Context: an optimization exercise on an open-source flow, tuned for small area. The choices shown serve that exercise and are no tape-out recipe.
The RTL was checked by simulation tests, not by an equivalence proof against the original design.
Power and IR drop assume default switching activity.

==> try-maple: inputs <==
==> flow/design.v (excerpt) <==
module mesh_router #(
    parameter int HOP_X_LSB = 52,
    parameter int HOP_Y_LSB = 48
) (
    input  logic                  clk,
    input  logic                  reset,
    input  router_pkg::port_vec_t send_i,
    input  logic [router_pkg::NUM_PORTS*router_pkg::FLIT_W-1:0] data_i,
    input  router_pkg::port_vec_t ready_i,
    output router_pkg::port_vec_t ready_o,
    output router_pkg::port_vec_t send_o,
    output logic [router_pkg::NUM_PORTS*router_pkg::FLIT_W-1:0] data_o,
    output logic                  polarity_o
);
==> module input_vc_buffer, before the edit <==
module input_vc_buffer (
    input  logic              clk,
    input  logic              reset,
    input  logic              send_i,
    input  router_pkg::flit_t data_i,
    input  logic              clear_i,
    output logic              ready_o,
    output router_pkg::flit_t data_o,
    output logic              valid_o
);
    logic              int_v, ext_v, ext_n;
    router_pkg::flit_t int_q, ext_q;
    assign ready_o = ext_n;
    assign data_o  = int_q;
    assign valid_o = int_v;
    always_ff @(posedge clk) begin
        if (reset) begin
            int_v <= 1'b0;
            ext_v <= 1'b0;
            ext_n <= 1'b1;
        end else begin
            int_v <= ext_v | send_i;
            ext_v <= int_v & ~clear_i;
            ext_n <= ~(int_v & ~clear_i);
        end
    end
    always_ff @(posedge clk) begin
        int_q <= ({router_pkg::FLIT_W{ext_v}} & ext_q) | ({router_pkg::FLIT_W{ext_n}} & data_i);
        ext_q <= int_q;
    end
endmodule
==> module rr_arbiter, before the edit <==
module rr_arbiter (
    input  logic                  clk,
    input  logic                  reset,
    input  logic                  free_i,
    input  router_pkg::port_vec_t req_i,
    output router_pkg::port_vec_t gnt_o
);
    localparam int N = router_pkg::NUM_PORTS;
    logic [N-1:1]          act_q, idle_q;
    router_pkg::port_vec_t hi_req, pick;
    logic [N-1:1]          nxt;
    assign hi_req = req_i & {act_q, 1'b0};
    always_comb begin
        logic seen;
        seen = 1'b0;
        for (int i = 0; i < N; i++) begin
            pick[i] = (hi_req != '0) ? (hi_req[i] & ~seen) : (req_i[i] & ~seen);
            seen    = seen | ((hi_req != '0) ? hi_req[i] : req_i[i]);
        end
    end
    assign gnt_o = free_i ? pick : '0;
    always_comb begin
        logic below;
        below = 1'b0;
        for (int k = 1; k < N; k++) begin
            below  = below | gnt_o[k-1];
            nxt[k] = below;
        end
    end
    always_ff @(posedge clk) begin
        if (reset) begin
            act_q  <= '0;
            idle_q <= '0;
        end else begin
            act_q  <= idle_q;
            idle_q <= (gnt_o != '0) ? nxt : act_q;
        end
    end
endmodule
==> module output_vc_buffer, before the edit <==
module output_vc_buffer #(
    parameter int HOP_X_LSB = 52,
    parameter int HOP_Y_LSB = 48,
    parameter int PORT      = 0
) (
    input  logic              clk,
    input  logic              reset,
    input  logic              wr_en_i,
    input  router_pkg::flit_t wr_data_i,
    input  logic              ready_i,
    output logic              free_o,
    output logic              hold_o,
    output router_pkg::flit_t hold_data_o,
    output logic              send_o,
    output router_pkg::flit_t data_o
);
    logic              int_v, ext_v;
    router_pkg::flit_t int_q, ext_q;
    assign send_o      = ext_v & ready_i;
    assign free_o      = ~int_v;
    assign hold_o      = int_v;
    assign hold_data_o = int_q;
    localparam int W = router_pkg::HOP_W;
    always_comb begin
        data_o = ext_q;
        case (PORT)
            router_pkg::PORT_UP: begin
                data_o[HOP_X_LSB +: W] = '0;
                data_o[HOP_Y_LSB +: W] = {1'b1, ext_q[HOP_Y_LSB +: W-1]} + 4'd1;
            end
            router_pkg::PORT_DOWN: begin
                data_o[HOP_X_LSB +: W] = '0;
                data_o[HOP_Y_LSB +: W] = {1'b0, ext_q[HOP_Y_LSB +: W-1]} - 4'd1;
            end
            router_pkg::PORT_LEFT:
                data_o[HOP_X_LSB +: W] = {1'b1, ext_q[HOP_X_LSB +: W-1]} + 4'd1;
            router_pkg::PORT_RIGHT:
                data_o[HOP_X_LSB +: W] = {1'b0, ext_q[HOP_X_LSB +: W-1]} - 4'd1;
            default: begin
                data_o[HOP_X_LSB +: W] = '0;
                data_o[HOP_Y_LSB +: W] = '0;
            end
        endcase
    end
    always_ff @(posedge clk) begin
        if (reset) begin
            int_v <= 1'b0;
            ext_v <= 1'b0;
        end else begin
            ext_v <= int_v | wr_en_i;
            int_v <= ext_v & ~ready_i;
        end
    end
    always_ff @(posedge clk) begin
        ext_q <= wr_data_i;
        int_q <= ext_q;
    end
endmodule
==> flow/config.mk <==
export PLATFORM = sky130hd
export DESIGN_NAME = mesh_router
export DESIGN_NICKNAME = mesh_router
export VERILOG_FILES = /design/flow/design.v
export SDC_FILE = /design/flow/constraint.sdc
export NUM_CORES = 4
export LEC_CHECK = 0
export CAP_MARGIN = 0
export CORE_MARGIN = 2
export CORE_UTILIZATION = 40
export PLACE_DENSITY = 0.5
export SLEW_MARGIN = 0
==> flow/constraint.sdc <==
create_clock -name core_clock -period 6.0 [get_ports {clk}]
set_input_delay 1.2000 -clock core_clock [delete_from_list [all_inputs] [get_ports {clk}]]
set_output_delay 1.2000 -clock core_clock [all_outputs]
set_load 0.01 [all_outputs]
standard.sh (not shown) runs the stock make flow with config.mk's settings and CLKGATE_MAP_FILE= SYNTH_SCRIPT=/design/flow/synth_recipe.tcl, a recipe that flattens the netlist after the stock synthesis.
==> flow/flow/run.sh <==
#!/bin/bash
# Layout flow: the standard flow, with
# - synthesis as standard.sh runs it, except that ABC maps the logic with an
#   area-recovering script (flow/abc_area.script) instead of ORFS's,
# - the smallest buffer (buf_1) on every input and output port,
# - clock tree from clkbuf_4 (default clustering), without dummy loads.
set -euo pipefail
here=$(pwd)
rm -rf "$here/scripts_mod"
cp -r "$FLOW_HOME/scripts" "$here/scripts_mod"
cp "$here/flow/abc_area.script" "$here/scripts_mod/abc_area.script"
bash standard.sh \
  "SCRIPTS_DIR=$here/scripts_mod" \
  ABC_AREA=1 \
  "BUFFER_PORTS_ARGS=-buffer_cell sky130_fd_sc_hd__buf_1" \
  "CTS_ARGS=-sink_clustering_enable -repair_clock_nets -buf_list sky130_fd_sc_hd__clkbuf_4 -dont_use_dummy_load" \
  finish > flow_make.log 2>&1
==> flow/flow/abc_area.script <==
&get -n
&st
&syn2
&dch -f
&nf -R 1000 -C 32 -p
&put
==> try-nickel: changes against try-maple <==
--- a/flow/design.v
+++ b/flow/design.v
@@ -27,24 +27,22 @@
     output router_pkg::flit_t data_o,
     output logic              valid_o
 );
-    logic              int_v, ext_v, ext_n;
+    logic              int_v, ext_v;
     router_pkg::flit_t int_q, ext_q;
-    assign ready_o = ext_n;
+    assign ready_o = ~ext_v;
     assign data_o  = int_q;
     assign valid_o = int_v;
     always_ff @(posedge clk) begin
         if (reset) begin
             int_v <= 1'b0;
             ext_v <= 1'b0;
-            ext_n <= 1'b1;
         end else begin
             int_v <= ext_v | send_i;
             ext_v <= int_v & ~clear_i;
-            ext_n <= ~(int_v & ~clear_i);
-        end
-    end
-    always_ff @(posedge clk) begin
-        int_q <= ({router_pkg::FLIT_W{ext_v}} & ext_q) | ({router_pkg::FLIT_W{ext_n}} & data_i);
+        end
+    end
+    always_ff @(posedge clk) begin
+        int_q <= ext_v ? ext_q : data_i;
         ext_q <= int_q;
     end
 endmodule
==> flow/flow/abc_area.script (replaced) <==
&get -n
&st
&syn2
&dch -f
&nf -R 1000
&st
&syn2
&dch -f
&nf -R 1000
&put
--- a/flow/config.mk
+++ b/flow/config.mk
@@ -5,8 +5,8 @@
 export SDC_FILE = /design/flow/constraint.sdc
 export NUM_CORES = 4
 export LEC_CHECK = 0
-export CAP_MARGIN = 0
+export CAP_MARGIN = 10
 export CORE_MARGIN = 2
 export CORE_UTILIZATION = 40
 export PLACE_DENSITY = 0.5
-export SLEW_MARGIN = 0
+export SLEW_MARGIN = 10
==> try-zinc: changes against try-maple <==
--- a/flow/design.v
+++ b/flow/design.v
@@ -27,24 +27,22 @@
     output router_pkg::flit_t data_o,
     output logic              valid_o
 );
-    logic              int_v, ext_v, ext_n;
+    logic              int_v, ext_v;
     router_pkg::flit_t int_q, ext_q;
-    assign ready_o = ext_n;
+    assign ready_o = ~ext_v;
     assign data_o  = int_q;
     assign valid_o = int_v;
     always_ff @(posedge clk) begin
         if (reset) begin
             int_v <= 1'b0;
             ext_v <= 1'b0;
-            ext_n <= 1'b1;
         end else begin
             int_v <= ext_v | send_i;
             ext_v <= int_v & ~clear_i;
-            ext_n <= ~(int_v & ~clear_i);
-        end
-    end
-    always_ff @(posedge clk) begin
-        int_q <= ({router_pkg::FLIT_W{ext_v}} & ext_q) | ({router_pkg::FLIT_W{ext_n}} & data_i);
+        end
+    end
+    always_ff @(posedge clk) begin
+        int_q <= ext_v ? ext_q : data_i;
         ext_q <= int_q;
     end
 endmodule
@@ -57,34 +55,29 @@
     output router_pkg::port_vec_t gnt_o
 );
     localparam int N = router_pkg::NUM_PORTS;
-    logic [N-1:1]          act_q, idle_q;
-    router_pkg::port_vec_t hi_req, pick;
-    logic [N-1:1]          nxt;
-    assign hi_req = req_i & {act_q, 1'b0};
-    always_comb begin
-        logic seen;
-        seen = 1'b0;
+    router_pkg::port_vec_t act_q, idle_q;
+    always_comb begin
         for (int i = 0; i < N; i++) begin
-            pick[i] = (hi_req != '0) ? (hi_req[i] & ~seen) : (req_i[i] & ~seen);
-            seen    = seen | ((hi_req != '0) ? hi_req[i] : req_i[i]);
-        end
-    end
-    assign gnt_o = free_i ? pick : '0;
-    always_comb begin
-        logic below;
-        below = 1'b0;
-        for (int k = 1; k < N; k++) begin
-            below  = below | gnt_o[k-1];
-            nxt[k] = below;
+            logic hit;
+            hit = 1'b0;
+            for (int j = 0; j < N; j++) begin
+                logic clear;
+                clear = act_q[j];
+                for (int k = 0; k < N; k++) begin
+                    if (((k - j + N) % N) < ((i - j + N) % N)) clear = clear & ~req_i[k];
+                end
+                hit = hit | clear;
+            end
+            gnt_o[i] = free_i & req_i[i] & hit;
         end
     end
     always_ff @(posedge clk) begin
         if (reset) begin
-            act_q  <= '0;
-            idle_q <= '0;
+            act_q  <= router_pkg::port_vec_t'(1);
+            idle_q <= router_pkg::port_vec_t'(1);
         end else begin
             act_q  <= idle_q;
-            idle_q <= (gnt_o != '0) ? nxt : act_q;
+            idle_q <= (gnt_o != '0) ? {gnt_o[N-2:0], gnt_o[N-1]} : act_q;
         end
     end
 endmodule
@@ -169,26 +162,14 @@
     assign free_o      = ~int_v;
     assign hold_o      = int_v;
     assign hold_data_o = int_q;
-    localparam int W = router_pkg::HOP_W;
     always_comb begin
         data_o = ext_q;
         case (PORT)
-            router_pkg::PORT_UP: begin
-                data_o[HOP_X_LSB +: W] = '0;
-                data_o[HOP_Y_LSB +: W] = {1'b1, ext_q[HOP_Y_LSB +: W-1]} + 4'd1;
-            end
-            router_pkg::PORT_DOWN: begin
-                data_o[HOP_X_LSB +: W] = '0;
-                data_o[HOP_Y_LSB +: W] = {1'b0, ext_q[HOP_Y_LSB +: W-1]} - 4'd1;
-            end
-            router_pkg::PORT_LEFT:
-                data_o[HOP_X_LSB +: W] = {1'b1, ext_q[HOP_X_LSB +: W-1]} + 4'd1;
-            router_pkg::PORT_RIGHT:
-                data_o[HOP_X_LSB +: W] = {1'b0, ext_q[HOP_X_LSB +: W-1]} - 4'd1;
-            default: begin
-                data_o[HOP_X_LSB +: W] = '0;
-                data_o[HOP_Y_LSB +: W] = '0;
-            end
+            router_pkg::PORT_UP:    data_o[HOP_Y_LSB +: router_pkg::HOP_W] = ext_q[HOP_Y_LSB +: router_pkg::HOP_W] + 4'd1;
+            router_pkg::PORT_DOWN:  data_o[HOP_Y_LSB +: router_pkg::HOP_W] = ext_q[HOP_Y_LSB +: router_pkg::HOP_W] - 4'd1;
+            router_pkg::PORT_LEFT:  data_o[HOP_X_LSB +: router_pkg::HOP_W] = ext_q[HOP_X_LSB +: router_pkg::HOP_W] + 4'd1;
+            router_pkg::PORT_RIGHT: data_o[HOP_X_LSB +: router_pkg::HOP_W] = ext_q[HOP_X_LSB +: router_pkg::HOP_W] - 4'd1;
+            default: ;
         endcase
     end
     always_ff @(posedge clk) begin
==> flow/run.sh (new file) <==
#!/bin/bash
# synth_recipe.tcl (not shown) runs the flow's synth.tcl, then flattens the netlist and writes it again
# the make line also repeats each setting of config.mk as NAME=value (left out here)
make -C /OpenROAD-flow-scripts/flow DESIGN_CONFIG=/design/flow/config.mk WORK_HOME=/design/flow/orfs CLKGATE_MAP_FILE= SYNTH_SCRIPT=/design/flow/synth_recipe.tcl finish
==> flow/config.mk (replaced) <==
export PLATFORM = sky130hd
export DESIGN_NAME = mesh_router
export DESIGN_NICKNAME = mesh_router
export VERILOG_FILES = /design/flow/design.v
export SDC_FILE = /design/flow/constraint.sdc
export NUM_CORES = 4
export LEC_CHECK = 0
export ABC_AREA = 1
export CAP_MARGIN = 20
export CORE_MARGIN = 2
export CORE_UTILIZATION = 30
export PLACE_DENSITY = 0.35
export SLEW_MARGIN = 20
removed: flow/flow/run.sh
removed: flow/flow/abc_area.script
removed: flow/standard.sh
==> try-quartz: changes against try-maple <==
--- a/flow/design.v
+++ b/flow/design.v
@@ -27,24 +27,22 @@
     output router_pkg::flit_t data_o,
     output logic              valid_o
 );
-    logic              int_v, ext_v, ext_n;
+    logic              int_v, ext_v;
     router_pkg::flit_t int_q, ext_q;
-    assign ready_o = ext_n;
+    assign ready_o = ~ext_v;
     assign data_o  = int_q;
     assign valid_o = int_v;
     always_ff @(posedge clk) begin
         if (reset) begin
             int_v <= 1'b0;
             ext_v <= 1'b0;
-            ext_n <= 1'b1;
         end else begin
             int_v <= ext_v | send_i;
             ext_v <= int_v & ~clear_i;
-            ext_n <= ~(int_v & ~clear_i);
-        end
-    end
-    always_ff @(posedge clk) begin
-        int_q <= ({router_pkg::FLIT_W{ext_v}} & ext_q) | ({router_pkg::FLIT_W{ext_n}} & data_i);
+        end
+    end
+    always_ff @(posedge clk) begin
+        int_q <= ext_v ? ext_q : data_i;
         ext_q <= int_q;
     end
 endmodule
==> flow/flow/run.sh (replaced) <==
#!/bin/bash
# Layout flow: the standard flow, with
# - synthesis as standard.sh runs it, except that ABC maps the logic with an
#   area-recovering script (flow/abc_area.script) instead of ORFS's,
# - the smallest buffer (buf_1) on every input and output port,
# - clock tree from clkbuf_16 (default clustering), without dummy loads.
set -euo pipefail
here=$(pwd)
rm -rf "$here/scripts_mod"
cp -r "$FLOW_HOME/scripts" "$here/scripts_mod"
cp "$here/flow/abc_area.script" "$here/scripts_mod/abc_area.script"
bash standard.sh \
  "SCRIPTS_DIR=$here/scripts_mod" \
  ABC_AREA=1 \
  "BUFFER_PORTS_ARGS=-buffer_cell sky130_fd_sc_hd__buf_1" \
  "CTS_ARGS=-sink_clustering_enable -repair_clock_nets -buf_list sky130_fd_sc_hd__clkbuf_16 -dont_use_dummy_load" \
  finish > flow_make.log 2>&1
==> flow/flow/abc_area.script (replaced) <==
&get -n
&st
&syn2
&dch -f
&nf -R 1000
&put
--- a/flow/config.mk
+++ b/flow/config.mk
@@ -5,8 +5,8 @@
 export SDC_FILE = /design/flow/constraint.sdc
 export NUM_CORES = 4
 export LEC_CHECK = 0
-export CAP_MARGIN = 0
+export CAP_MARGIN = 20
 export CORE_MARGIN = 2
 export CORE_UTILIZATION = 40
 export PLACE_DENSITY = 0.5
-export SLEW_MARGIN = 0
+export SLEW_MARGIN = 20
==> notes <==
In try-maple the clock power is lower than in try-quartz, by 17%. Of try-zinc and try-nickel, try-zinc has the higher sequential power (gap about 4%, measured against try-nickel). Fmax: try-maple < try-nickel < try-zinc < try-quartz. Between try-zinc and try-nickel, the lower flip-flop and latch count is in try-nickel (gap 50). In combinational power, try-nickel and try-quartz hardly differ. Synthesized cell count: try-zinc is larger than try-quartz (72%). Between try-zinc and try-maple, the lower first-iteration DRC count is in try-zinc (gap 38%, measured against try-maple). The highest via count belongs to try-zinc, the lowest to try-quartz. Critical path depth is the same in try-nickel and try-quartz.
==> figures <==
metric	try-zinc	try-quartz	try-maple	try-nickel
Outcome	no timing/DRC/antenna violations	no timing/DRC/antenna violations	no timing/DRC/antenna violations	no timing/DRC/antenna violations
Multiplexer fraction of the synthesized cell area	0%	8.76%	0%	8.78%
Combinational power share	8.5%	6.4%	7.3%	6.7%
Height of the die	400 µm	325 µm	322 µm	324 µm
Antenna diode count	4	6	19	14
Placeable core area	0.156 mm²	0.102 mm²	0.100 mm²	0.102 mm²
Post-route setup slack	1920 ps	1950 ps	1430 ps	1810 ps
Global-route wire length before repair	313 mm	231 mm	248 mm	233 mm
Cell count after placement	8015	5182	5180	5173
Buffers added on ports	662	646	646	646
Pin count of the biggest net entering global routing	67	59	64	60
Number of global-route vias before repair	39548	31180	33527	32606
Relative max-transition margin	21.1%	21.7%	18.9%	12.9%
Synthesized-area fraction occupied by ao, oa, aoi and oai cells	6.38%	14.2%	21.6%	14.0%
Area growth from synthesis to layout	26.3%	15.4%	14.1%	13.6%
M1 GR Usage	37.1%	40.2%	44.3%	39.6%
Cell with the most instances after synthesis	nand2_1	dfxtp_1	dfxtp_1	dfxtp_1
Met2 GRT Util	46.0%	47.3%	51.2%	47.5%
Met1 layer wirelength in the final routing	101 mm	68.3 mm	73.5 mm	67.1 mm
Total sequential power	10.4 mW	9.98 mW	10.2 mW	9.98 mW

-- what the ideal ports hide --
No port has a modelled driver above. Below, the same layouts with a new extraction and two added sets of constraints. Step 1 assumes that a clkbuf_16 drives the clock port and a buf_2 every other input. Step 2, shift: input delay + t, output delay - t, t = (earliest + latest rising clock arrival at the registers) / 2. This alone moves slack from input paths to output paths. Three values: ideal ports, drivers, drivers and shift; two values: the first two.
| run | shift t [ns] | setup WS [ns] | latest minus earliest clock arrival (ns) |
|---|---|---|---|
| try-maple | 1.229 | 1.432 / 1.432 / 1.432 | 0.124 / 0.124 |
| try-nickel | 1.224 | 1.808 / 1.808 / 1.808 | 0.138 / 0.138 |
| try-zinc | 0.863 | 1.918 / 1.830 / 2.458 | 0.024 / 0.023 |
| try-quartz | 0.790 | 1.951 / 1.951 / 1.951 | 0.080 / 0.080 |
After both steps every run listed still meets setup and hold.
